From an optimization exercise on the open Yosys and OpenROAD flow, aimed at small area, a short achievable clock period and few clock cycles per item; shortcuts taken in it are not production practice.
At most, simulation tests tie the RTL to the original design; equivalence was not proved.

== JK ==
==> flow/design.v <==
module mul_div_unit #(
    parameter int WIDTH = 64
) (
    input  logic             Clk,
    input  logic             Reset,
    input  logic             Start,
    input  logic [2:0]       Op,
    input  logic [WIDTH-1:0] BusA,
    input  logic [WIDTH-1:0] BusB,
    input  logic [4:0]       DestReg,
    output logic             Busy,
    output logic             Done,
    output logic [WIDTH-1:0] Result,
    output logic [4:0]       RW,
    output logic             RegWr
);
    localparam int CW = $clog2(WIDTH);        
    localparam logic [2:0] OP_MUL   = 3'b000;
    localparam logic [2:0] OP_UMULH = 3'b001;
    localparam logic [2:0] OP_SMULH = 3'b010;
    localparam logic [2:0] OP_UDIV  = 3'b011;
    localparam logic [2:0] OP_SDIV  = 3'b100;
    function automatic logic [CW-1:0] topbit(input logic [WIDTH-1:0] v);
        logic [CW-1:0] z [WIDTH];
        logic          nz [WIDTH];
        logic [CW-1:0] zh, zl;
        logic          nh, nl;
        for (int i = 0; i < WIDTH; i++) begin
            nz[i] = v[i];
            z[i]  = '0;
        end
        for (int l = 0; l < CW; l++) begin
            for (int i = 0; i < (WIDTH >> (l + 1)); i++) begin
                nh = nz[2*i+1]; zh = z[2*i+1];
                nl = nz[2*i];   zl = z[2*i];
                nz[i] = nh | nl;
                z[i]  = nh ? zh : (zl | (1 << l));
            end
        end
        topbit = nz[0] ? ~z[0] : '0;
    endfunction
    function automatic logic ones_run(input logic [WIDTH-1:0] v);
        logic r;
        r = 1'b1;
        for (int i = 0; i < WIDTH - 1; i++) if (v[i+1] && !v[i]) r = 1'b0;
        ones_run = r;
    endfunction
    function automatic logic shorter(input logic [WIDTH-1:0] p, input logic [WIDTH-1:0] q);
        logic [WIDTH-1:0] above;     
        above[WIDTH-1] = p[WIDTH-1];
        for (int i = WIDTH - 2; i >= 0; i--) above[i] = above[i+1] | p[i];
        shorter = |(q & ~above);
    endfunction
    logic             r_busy;      
    logic             r_done;      
    logic             r_first;     
    logic             r_prep;      
    logic             r_div;       
    logic             r_negq;      
    logic             r_selhi;     
    logic             r_swap;      
    logic             r_msg;       
    logic             r_inv;       
    logic             r_rs;        
    logic             r_ax;        
    logic             r_ay;        
    logic             r_e;         
    logic             r_pinc;      
    logic             r_pdec;      
    logic             r_dbit;      
    logic [CW-1:0]    r_cnt;       
    logic [CW-1:0]    r_ta, r_tb;  
    logic             r_ea, r_eb;  
    logic             r_nzb;       
    logic             r_sb;        
    logic [4:0]       r_rw;
    logic [WIDTH-1:0] r_x;         
    logic [WIDTH-1:0] r_y;         
    logic [WIDTH-1:0] r_lo;        
    logic [WIDTH-1:0] r_hi;        
    logic             w_is_mul, w_is_div, w_msgn, w_dsgn;
    logic             w_sa, w_sb, w_nza, w_nzb;
    logic [WIDTH-1:0] w_va, w_vb;
    logic             w_swap, w_zero, w_first_neg;
    assign w_is_mul = (Op == OP_MUL) || (Op == OP_UMULH) || (Op == OP_SMULH);
    assign w_is_div = (Op == OP_UDIV) || (Op == OP_SDIV);
    assign w_msgn   = (Op == OP_MUL) || (Op == OP_SMULH);
    assign w_dsgn   = (Op == OP_SDIV);
    assign w_sa  = (w_msgn || w_dsgn) && BusA[WIDTH-1];
    assign w_sb  = (w_msgn || w_dsgn) && BusB[WIDTH-1];
    assign w_va  = BusA ^ {WIDTH{w_sa}};
    assign w_vb  = BusB ^ {WIDTH{w_sb}};
    assign w_nza = |w_va;
    assign w_nzb = |w_vb;
    assign w_swap      = w_is_mul && shorter(w_vb, w_va);
    assign w_first_neg = w_swap ? w_sb : w_sa;
    assign w_zero = !(w_is_mul || w_is_div)
                 || (w_is_mul && ((!w_nza && !w_sa) || (!w_nzb && !w_sb)))
                 || (w_is_div && (!w_nzb && !w_sb))
                 || (w_is_div && (!w_nza && !w_sa));
    logic [CW-1:0]    w_cnt0, w_cnt;
    logic [CW:0]      w_lena, w_lenb;
    logic             w_dzero;
    assign w_cnt0  = (r_swap ? r_tb : r_ta) + (r_swap ? r_eb : r_ea);
    assign w_cnt   = r_first ? w_cnt0 : r_cnt;
    assign w_lena  = {1'b0, r_ta} + r_ea;
    assign w_lenb  = r_nzb ? ({1'b0, r_tb} + 1'b1) : {{CW{1'b0}}, r_sb};
    assign w_dzero = r_first && r_div && (w_lena + 1'b1 < w_lenb);
    logic [WIDTH-1:0] w_add_a, w_add_b;
    logic             w_cin;
    logic [WIDTH:0]   w_sum;
    logic             w_c, w_rs, w_q;
    logic [WIDTH-1:0] w_hi_next, w_lo_next;
    logic             w_last;
    logic             w_nbit;
    assign w_add_a = {r_lo[WIDTH-2:0], r_div & r_dbit};
    assign w_add_b = ((r_x & {WIDTH{r_ax}}) | (r_y & {WIDTH{r_ay}})) ^ {WIDTH{r_inv}};
    assign w_cin   = r_inv;
    logic [WIDTH-1:0] w_g [CW+1];
    logic [WIDTH-1:0] w_p [CW+1];
    logic [WIDTH-1:0] w_p0;
    always_comb begin
        w_p0      = w_add_a ^ w_add_b;
        w_g[0]    = w_add_a & w_add_b;
        w_p[0]    = w_p0;
        w_g[0][0] = w_g[0][0] | (w_p0[0] & w_cin);
        for (int l = 0; l < CW; l++) begin
            w_g[l+1] = w_g[l];
            w_p[l+1] = w_p[l];
            for (int i = 0; i < WIDTH; i++) begin
                if ((i >> l) & 1) begin
                    w_g[l+1][i] = w_g[l][i] | (w_p[l][i] & w_g[l][((i >> l) << l) - 1]);
                    w_p[l+1][i] = w_p[l][i] & w_p[l][((i >> l) << l) - 1];
                end
            end
        end
    end
    assign w_sum = {w_g[CW][WIDTH-1], w_p0 ^ {w_g[CW][WIDTH-2:0], w_cin}};
    assign w_c   = w_sum[WIDTH];
    assign w_rs      = r_lo[WIDTH-1] ^ r_sb ^ r_inv ^ w_c;
    assign w_q       = !w_rs && !r_prep;
    assign w_lo_next = w_sum[WIDTH-1:0];
    logic             w_b0;
    logic [WIDTH-1:0] w_hm, w_hfix;
    assign w_b0 = r_div ? (w_q ^ r_negq) : r_lo[WIDTH-1];
    logic [WIDTH-1:0] w_ta [CW+1];
    always_comb begin
        w_ta[0] = {r_hi[WIDTH-2:0] ^ {(WIDTH-1){r_pdec}}, r_pinc || r_pdec};
        for (int l = 0; l < CW; l++) begin
            w_ta[l+1] = w_ta[l];
            for (int i = 0; i < WIDTH; i++)
                if ((i >> l) & 1) w_ta[l+1][i] = w_ta[l][i] & w_ta[l][((i >> l) << l) - 1];
        end
        w_hm = w_ta[CW];
    end
    assign w_hfix    = r_hi ^ w_hm;
    assign w_hi_next = {w_hfix[WIDTH-2:0], w_b0};
    assign w_last = (w_cnt == '0) && !r_prep;
    assign w_nbit = !w_last && (r_swap ? r_y[w_cnt - 1'b1] : r_x[w_cnt - 1'b1]);
    always_ff @(posedge Clk or posedge Reset) begin
        if (Reset) begin
            r_busy <= 1'b0;
            r_done <= 1'b0;
        end else if (!r_busy) begin
            r_done <= Start && w_zero;
            r_busy <= Start && !w_zero;
        end else if (w_last || w_dzero) begin
            r_busy <= 1'b0;
            r_done <= 1'b1;
        end
    end
    always_ff @(posedge Clk) begin
        if (!r_busy) begin
            if (Start) begin
                r_rw    <= DestReg;
                r_first <= 1'b1;
                r_div   <= w_is_div;
                r_negq  <= w_dsgn && (w_sa ^ w_sb);
                r_selhi <= (Op != OP_MUL);
                r_swap  <= w_swap;
                r_msg   <= w_msgn;
                r_prep  <= w_dsgn && BusA[WIDTH-1];
                r_y     <= BusB;
                r_ta    <= topbit(w_va);
                r_tb    <= topbit(w_vb);
                r_ea    <= w_nza && w_sa && (!w_is_div || ones_run(w_va));
                r_eb    <= w_nzb && w_sb;
                r_nzb   <= w_nzb;
                r_sb    <= w_sb;
                r_ax    <= (w_is_mul && w_swap) || (w_dsgn && BusA[WIDTH-1]);
                r_ay    <= (w_is_div && !(w_dsgn && BusA[WIDTH-1])) || (w_is_mul && !w_swap);
                r_inv   <= w_is_div ? (!w_sb || BusA[WIDTH-1]) : w_first_neg;
                r_e     <= w_is_mul && ((w_msgn && (w_swap ? BusA[WIDTH-1] : BusB[WIDTH-1])) ^ w_first_neg);
                r_dbit  <= !(w_dsgn && BusA[WIDTH-1]);
                r_rs    <= 1'b0;
            end
        end else if (r_prep) begin
            r_prep <= 1'b0;
            r_ax   <= 1'b0;
            r_ay   <= 1'b1;
            r_inv  <= !r_sb;
            r_dbit <= 1'b1;
        end else begin
            r_first <= 1'b0;
            r_cnt   <= w_cnt - 1'b1;
            r_dbit  <= w_nbit;
            if (r_div) begin
                r_rs  <= w_rs;
                r_inv <= w_rs ^ !r_sb;
            end else begin
                r_ax  <= r_swap && w_nbit;
                r_ay  <= !r_swap && w_nbit;
                r_inv <= 1'b0;
                r_e   <= w_nbit && r_msg && (r_swap ? r_x[WIDTH-1] : r_y[WIDTH-1]);
            end
        end
    end
    always_ff @(posedge Clk) begin
        if (!r_busy) begin
            if (Start) r_x <= BusA;
        end else if (r_prep) begin
            r_x <= w_sum[WIDTH-1:0];
        end
    end
    always_ff @(posedge Clk) begin
        if (!r_busy) begin
            r_lo <= '0;
            r_hi <= {WIDTH{w_dsgn && (w_sa ^ w_sb) && !w_zero}};
        end else begin
            r_lo <= r_prep ? '0 : w_lo_next;
            r_hi <= w_dzero ? '0 : w_hi_next;
        end
    end
    always_ff @(posedge Clk) begin
        if (!r_busy) begin
            r_pinc <= 1'b0;
            r_pdec <= 1'b0;
        end else if (r_div) begin
            r_pinc <= r_negq && w_last && !w_dzero;
            r_pdec <= 1'b0;
        end else begin
            r_pinc <= w_c && !r_e;
            r_pdec <= r_e && !w_c;
        end
    end
    assign Busy   = r_busy;
    assign Done   = r_done;
    assign Result = r_selhi ? w_hfix : r_lo;
    assign RW     = r_rw;
    assign RegWr  = r_done && (r_rw != 5'd31);
endmodule
export LEC_CHECK = 0
export CAP_MARGIN = 20
export CORE_MARGIN = 2
export CORE_UTILIZATION = 40
export CTS_BUF_LIST = sky130_fd_sc_hd__clkbuf_16
export CTS_CLUSTER_DIAMETER = 60
export CTS_CLUSTER_SIZE = 24
export SLEW_MARGIN = 20
create_clock -name core_clock -period 5.0 [get_ports {Clk}]
run.sh (not shown) runs the stock make flow with config.mk's settings and CLKGATE_MAP_FILE= SYNTH_SCRIPT=/design/flow/synth_recipe.tcl, a recipe that flattens the netlist after the stock synthesis.
JK: full flow OK, the timing, DRC and antenna checks passed
The inputs of MS differ from those of JK as listed below.
--- a/flow/design.v
+++ b/flow/design.v
@@ -63,12 +63,10 @@
     logic             r_inv;       
     logic             r_rs;        
     logic             r_ax;        
     logic             r_ay;        
     logic             r_e;         
-    logic             r_pinc;      
-    logic             r_pdec;      
     logic             r_dbit;      
     logic [CW-1:0]    r_cnt;       
     logic [CW-1:0]    r_ta, r_tb;  
     logic             r_ea, r_eb;  
     logic             r_nzb;       
@@ -138,25 +136,21 @@
     assign w_sum = {w_g[CW][WIDTH-1], w_p0 ^ {w_g[CW][WIDTH-2:0], w_cin}};
     assign w_c   = w_sum[WIDTH];
     assign w_rs      = r_lo[WIDTH-1] ^ r_sb ^ r_inv ^ w_c;
     assign w_q       = !w_rs && !r_prep;
     assign w_lo_next = w_sum[WIDTH-1:0];
-    logic             w_b0;
-    logic [WIDTH-1:0] w_hm, w_hfix;
-    assign w_b0 = r_div ? (w_q ^ r_negq) : r_lo[WIDTH-1];
-    logic [WIDTH-1:0] w_ta [CW+1];
+    logic             w_b0, w_flip;
+    logic [WIDTH-1:0] w_ht, w_hm;
+    assign w_b0   = r_div ? (w_q ^ r_negq) : r_lo[WIDTH-1];
+    assign w_flip = r_div ? (r_negq && w_last) : (w_c ^ r_e);
     always_comb begin
-        w_ta[0] = {r_hi[WIDTH-2:0] ^ {(WIDTH-1){r_pdec}}, r_pinc || r_pdec};
-        for (int l = 0; l < CW; l++) begin
-            w_ta[l+1] = w_ta[l];
-            for (int i = 0; i < WIDTH; i++)
-                if ((i >> l) & 1) w_ta[l+1][i] = w_ta[l][i] & w_ta[l][((i >> l) << l) - 1];
-        end
-        w_hm = w_ta[CW];
-    end
-    assign w_hfix    = r_hi ^ w_hm;
-    assign w_hi_next = {w_hfix[WIDTH-2:0], w_b0};
+        w_ht    = {r_hi[WIDTH-2:0] ^ {(WIDTH-1){r_e}}, 1'b1};
+        w_hm[0] = 1'b1;
+        for (int i = 1; i < WIDTH; i++) w_hm[i] = w_hm[i-1] & w_ht[i-1];
+    end
+    assign w_hi_next = {r_hi[WIDTH-2:0], w_b0}
+                     ^ (w_hm & {WIDTH{w_flip}} & {{(WIDTH-1){w_b0 ^ r_e}}, 1'b1});
     assign w_last = (w_cnt == '0) && !r_prep;
     assign w_nbit = !w_last && (r_swap ? r_y[w_cnt - 1'b1] : r_x[w_cnt - 1'b1]);
     always_ff @(posedge Clk or posedge Reset) begin
         if (Reset) begin
             r_busy <= 1'b0;
@@ -229,23 +223,11 @@
         end else begin
             r_lo <= r_prep ? '0 : w_lo_next;
             r_hi <= w_dzero ? '0 : w_hi_next;
         end
     end
-    always_ff @(posedge Clk) begin
-        if (!r_busy) begin
-            r_pinc <= 1'b0;
-            r_pdec <= 1'b0;
-        end else if (r_div) begin
-            r_pinc <= r_negq && w_last && !w_dzero;
-            r_pdec <= 1'b0;
-        end else begin
-            r_pinc <= w_c && !r_e;
-            r_pdec <= r_e && !w_c;
-        end
-    end
     assign Busy   = r_busy;
     assign Done   = r_done;
-    assign Result = r_selhi ? w_hfix : r_lo;
+    assign Result = r_selhi ? r_hi : r_lo;
     assign RW     = r_rw;
     assign RegWr  = r_done && (r_rw != 5'd31);
 endmodule
==> run notes <==
- From the logs: MS reached the end of the flow and failed the layout checks with antenna violations.
- Taking JK as the reference, in MS largest net degree at the start of global routing saw a decrease, wire length grew by about 1.5%, number of well taps picked up an extra about 1.2%.
- The non-clock buffer area fraction after layout number comes out lower for MS vs JK.
- Delta (MS minus JK): worst endpoint required time rose 1.41 ns, non-clock buffer count decreased 32, final core utilization down 1.0 points, design area was more or less identical, shortest clock period the worst path allows after layout -0.16 ns.
Testbench counts of MS, summed over its fixed seeds: cycles 51,315, items 4,000.
For JK, only the layout was checked, not whether the RTL still works.

[static timing again, ports no longer ideal]
In the flow no input, the clock included, has a driving cell. The finished layouts below were timed again as built, in two steps. Step 1, drivers: a clkbuf_16 drives Clk and a buf_2 each remaining input, both assumed. Step 2 times the ports against the registers' clock, not the clock port: input delays grow and output delays shrink by t, the midpoint of the rising clock arrivals with the driver on. Slacks: ideal ports / drivers / drivers and shift; pairs: ideal ports / drivers.
| run | t, ns | setup WS [ns] | hold WS [ns] |
|---|---|---|---|
| JK | 0.676 | 0.142 / 0.082 / -0.032 | 0.531 / 0.514 / 0.577 |
| MS | 0.621 | 0.299 / 0.299 / 0.193 | 0.573 / 0.573 / 0.573 |
With both steps, setup timing fails in JK, where it was met with ideal ports. For JK, which loses most, drivers alone change the setup slack by -0.060 ns; drivers and shift together by -0.174 ns.
